Source: an optimization exercise on an open RTL-to-GDS flow (aim: small area and a short achievable clock period). Production flows keep margins and buffers that such runs may drop. No activity file was given, so power comes from the tool's default toggle rates.

==> flow/design.v <==
`default_nettype none
package cpu_pkg;
    localparam int REG_AW    = 3;
    localparam int NUM_REGS  = 6;   
    localparam int NUM_FLAGS = 4;
endpackage
`default_nettype wire
`timescale 1ns/1ns
`default_nettype none
import cpu_pkg::*;
module mini_core
#(
    parameter int WIDTH  = 16,
    parameter int MEM_AW = 4
) (
    input  wire                  clk,
    input  wire                  arst_n,
    input  wire                  word_valid,
    input  wire  [31:0]          word,
    output logic                 busy,
    output logic                 wr_en,
    output logic [REG_AW-1:0]    wr_addr,
    output logic [WIDTH-1:0]     wr_data,
    output logic [NUM_FLAGS-1:0] flags
);
    localparam logic [3:0] K_ADD  = 4'd0;
    localparam logic [3:0] K_SUB  = 4'd1;
    localparam logic [3:0] K_AND  = 4'd2;
    localparam logic [3:0] K_OR   = 4'd3;
    localparam logic [3:0] K_XOR  = 4'd4;
    localparam logic [3:0] K_SHL  = 4'd5;
    localparam logic [3:0] K_SHR  = 4'd6;
    localparam logic [3:0] K_MOV  = 4'd7;
    localparam logic [3:0] K_MOVF = 4'd8;
    localparam logic [3:0] K_LD   = 4'd9;
    localparam logic [3:0] K_MOVH = 4'd11;
    localparam logic [3:0] K_MOVL = 4'd12;
    logic        accept;
    logic [15:5] lo_half;
    assign accept = word_valid && !busy;
    always_ff @(posedge clk or negedge arst_n) begin
        if (!arst_n)
            busy <= 1'b0;
        else
            busy <= accept && !word[31];
    end
    always_ff @(posedge clk)
        lo_half <= word[15:5];
    localparam int DW = 13;
    function automatic logic [DW-1:0] dec_half(input logic v, input logic [15:5] h);
        logic aok, bok, we, st, sf;
        aok = (h[11:9] < 3'd6);
        bok = (h[8:6] < 3'd6);
        we  = v && ((h[15:12] <= 4'd7 && aok && bok) ||
                    (h[15:12] == 4'd8 && aok) ||
                    (h[15:12] == 4'd9 && aok && bok));
        st  = v && h[15:12] == 4'd10 && aok && bok;
        sf  = v && h[15:12] <= 4'd6 && aok && bok && h[5];
        dec_half = {we, st, sf, h[15:12], h[11:9], h[8:6]};
    endfunction
    function automatic logic [DW-1:0] dec_long(input logic v, input logic [4:0] code);
        logic [2:0] ra;
        if (code >= 5'd12) begin
            ra = 3'(code - 5'd12);
            dec_long = {v && code < 5'd18, 2'b00, K_MOVL, ra, 3'd0};
        end else begin
            ra = 3'(code - 5'd6);
            dec_long = {v && code >= 5'd6, 2'b00, K_MOVH, ra, 3'd0};
        end
    endfunction
    logic [DW-1:0] dec_nxt;
    logic          slot_we, slot_st, slot_sf;
    logic [3:0]    slot_k;
    logic [2:0]    slot_ra, slot_rb;
    logic [7:0]    slot_imm;
    always_comb begin
        if (busy)
            dec_nxt = dec_half(1'b1, lo_half);
        else if (word[31])
            dec_nxt = dec_long(accept, word[13:9]);
        else
            dec_nxt = dec_half(accept, word[31:21]);
    end
    always_ff @(posedge clk or negedge arst_n) begin
        if (!arst_n) begin
            slot_we <= 1'b0;
            slot_st <= 1'b0;
            slot_sf <= 1'b0;
        end else begin
            {slot_we, slot_st, slot_sf} <= dec_nxt[DW-1:DW-3];
        end
    end
    always_ff @(posedge clk) begin
        {slot_k, slot_ra, slot_rb} <= dec_nxt[9:0];
        slot_imm <= word[23:16];
    end
    logic [WIDTH-1:0] regs [NUM_REGS];
    logic [WIDTH-1:0] mem  [2**MEM_AW];
    logic [WIDTH-1:0] a, b, mem_rd, res;
    logic [WIDTH-1:0] rd_a, rd_b;
    logic [2:0]       nra, nrb;
    assign nra  = dec_nxt[5:3];
    assign nrb  = dec_nxt[2:0];
    assign rd_a = nra[2] ? regs[{2'b10, nra[0]}] : regs[nra];
    assign rd_b = nrb[2] ? regs[{2'b10, nrb[0]}] : regs[nrb];
    always_ff @(posedge clk) begin
        a <= (slot_we && slot_ra == nra) ? res : rd_a;
        b <= (slot_we && slot_ra == nrb) ? res : rd_b;
    end
    assign mem_rd = mem[b[MEM_AW-1:0]];
    logic [WIDTH-1:0] bx;
    logic [WIDTH:0]   sum;
    logic             is_sub, is_arith, carry, ovf;
    assign is_sub   = (slot_k == K_SUB);
    assign is_arith = (slot_k == K_ADD) || (slot_k == K_SUB);
    assign bx       = b ^ {WIDTH{is_sub}};
    assign sum      = {1'b0, a} + {1'b0, bx} + {{WIDTH{1'b0}}, is_sub};
    assign carry    = is_arith && (sum[WIDTH] ^ is_sub);   
    assign ovf      = is_arith && (a[WIDTH-1] == bx[WIDTH-1]) && (sum[WIDTH-1] != a[WIDTH-1]);
    always_comb begin
        case (slot_k)
            K_ADD, K_SUB: res = sum[WIDTH-1:0];
            K_AND:        res = a & b;
            K_OR:         res = a | b;
            K_XOR:        res = a ^ b;
            K_SHL:        res = a << b[3:0];
            K_SHR:        res = a >> b[3:0];
            K_MOV:        res = b;
            K_MOVF:       res = WIDTH'(flags);
            K_LD:         res = mem_rd;
            K_MOVH:       res = {slot_imm, a[7:0]};
            K_MOVL:       res = {a[15:8], slot_imm};
            default:      res = b;
        endcase
    end
    always_ff @(posedge clk or negedge arst_n) begin
        if (!arst_n) begin
            for (int i = 0; i < NUM_REGS; i++)
                regs[i] <= '0;
        end else if (slot_we) begin
            regs[slot_ra] <= res;
        end
    end
    always_ff @(posedge clk) begin
        if (slot_st)
            mem[b[MEM_AW-1:0]] <= a;
    end
    logic pend_sf, pend_c, pend_v;
    always_ff @(posedge clk or negedge arst_n) begin
        if (!arst_n) begin
            wr_en   <= 1'b0;
            pend_sf <= 1'b0;
            flags   <= '0;
        end else begin
            wr_en   <= slot_we;
            pend_sf <= slot_sf;
            if (pend_sf)
                flags <= {wr_data == '0, pend_v, wr_data[WIDTH-1], pend_c};
        end
    end
    always_ff @(posedge clk) begin
        wr_addr <= slot_ra;
        wr_data <= res;
        pend_c  <= carry;
        pend_v  <= ovf;
    end
endmodule
`default_nettype wire
clock: 7.5 ns
lec_check: 0
cap_margin: 20
core_margin: 2
core_utilization: 45
place_density: 0.6
slew_margin: 20
run.sh (not shown) runs the stock make flow with config.mk's settings and CLKGATE_MAP_FILE= SYNTH_SCRIPT=/design/flow/synth_recipe.tcl, a recipe that flattens the netlist after the stock synthesis.
Change:
--- a/flow/design.v
+++ b/flow/design.v
@@ -93,25 +93,17 @@
     always_ff @(posedge clk) begin
         {slot_k, slot_ra, slot_rb} <= dec_nxt[9:0];
         slot_imm <= word[23:16];
     end
     logic [WIDTH-1:0] regs [NUM_REGS];
     logic [WIDTH-1:0] mem  [2**MEM_AW];
-    logic [WIDTH-1:0] a, b, mem_rd, res;
-    logic [WIDTH-1:0] rd_a, rd_b;
-    logic [2:0]       nra, nrb;
-    assign nra  = dec_nxt[5:3];
-    assign nrb  = dec_nxt[2:0];
-    assign rd_a = nra[2] ? regs[{2'b10, nra[0]}] : regs[nra];
-    assign rd_b = nrb[2] ? regs[{2'b10, nrb[0]}] : regs[nrb];
-    always_ff @(posedge clk) begin
-        a <= (slot_we && slot_ra == nra) ? res : rd_a;
-        b <= (slot_we && slot_ra == nrb) ? res : rd_b;
-    end
+    logic [WIDTH-1:0] a, b, mem_rd;
+    assign a      = slot_ra[2] ? regs[{2'b10, slot_ra[0]}] : regs[slot_ra];
+    assign b      = slot_rb[2] ? regs[{2'b10, slot_rb[0]}] : regs[slot_rb];
     assign mem_rd = mem[b[MEM_AW-1:0]];
-    logic [WIDTH-1:0] bx;
+    logic [WIDTH-1:0] bx, res;
     logic [WIDTH:0]   sum;
     logic             is_sub, is_arith, carry, ovf;
     assign is_sub   = (slot_k == K_SUB);
     assign is_arith = (slot_k == K_ADD) || (slot_k == K_SUB);
     assign bx       = b ^ {WIDTH{is_sub}};
     assign sum      = {1'b0, a} + {1'b0, bx} + {{WIDTH{1'b0}}, is_sub};
Core utilization went down by 0.61 points.
Via count climbs by about 1.1%.
Worst hold slack gets worse by 0.097 ns.
Power increases by about 1%.
Sequential power falls by about 10%.
Final area drops by 4.3%.
Non-clock buffer count shrinks by 10.
Setup slack loses 1.2 ns.
Combinational power climbs by 14%.
No functional check of the RTL was part of any run of this note.

==> separate check: timing with driven ports <==
The results above use ideal ports. As a check the final layouts listed here were re-extracted and re-timed, cells and wires unchanged.
Step 1 sets driving cells, clkbuf_16 on the clock port and buf_2 on the other inputs (assumed; they add their load-dependent delay and slew).
Step 2, shift: input delay + t, output delay - t, t = (earliest + latest rising clock arrival at the registers) / 2. This alone moves slack from input paths to output paths.
a / b / c = no drivers / after step 1 / after step 2; a / b = the first two.
run | t (ns) | setup slack, ns | worst setup path after step 2
the first run | 0.643 | 3.108 / 3.108 / 2.975 | input to register
the second run | 0.621 | 1.956 / 1.956 / 1.956 | register to register
After both steps every run listed still meets setup and hold. The setup slack of the first run, which loses most, moves by 0.000 ns with the drivers and by -0.133 ns with both steps.
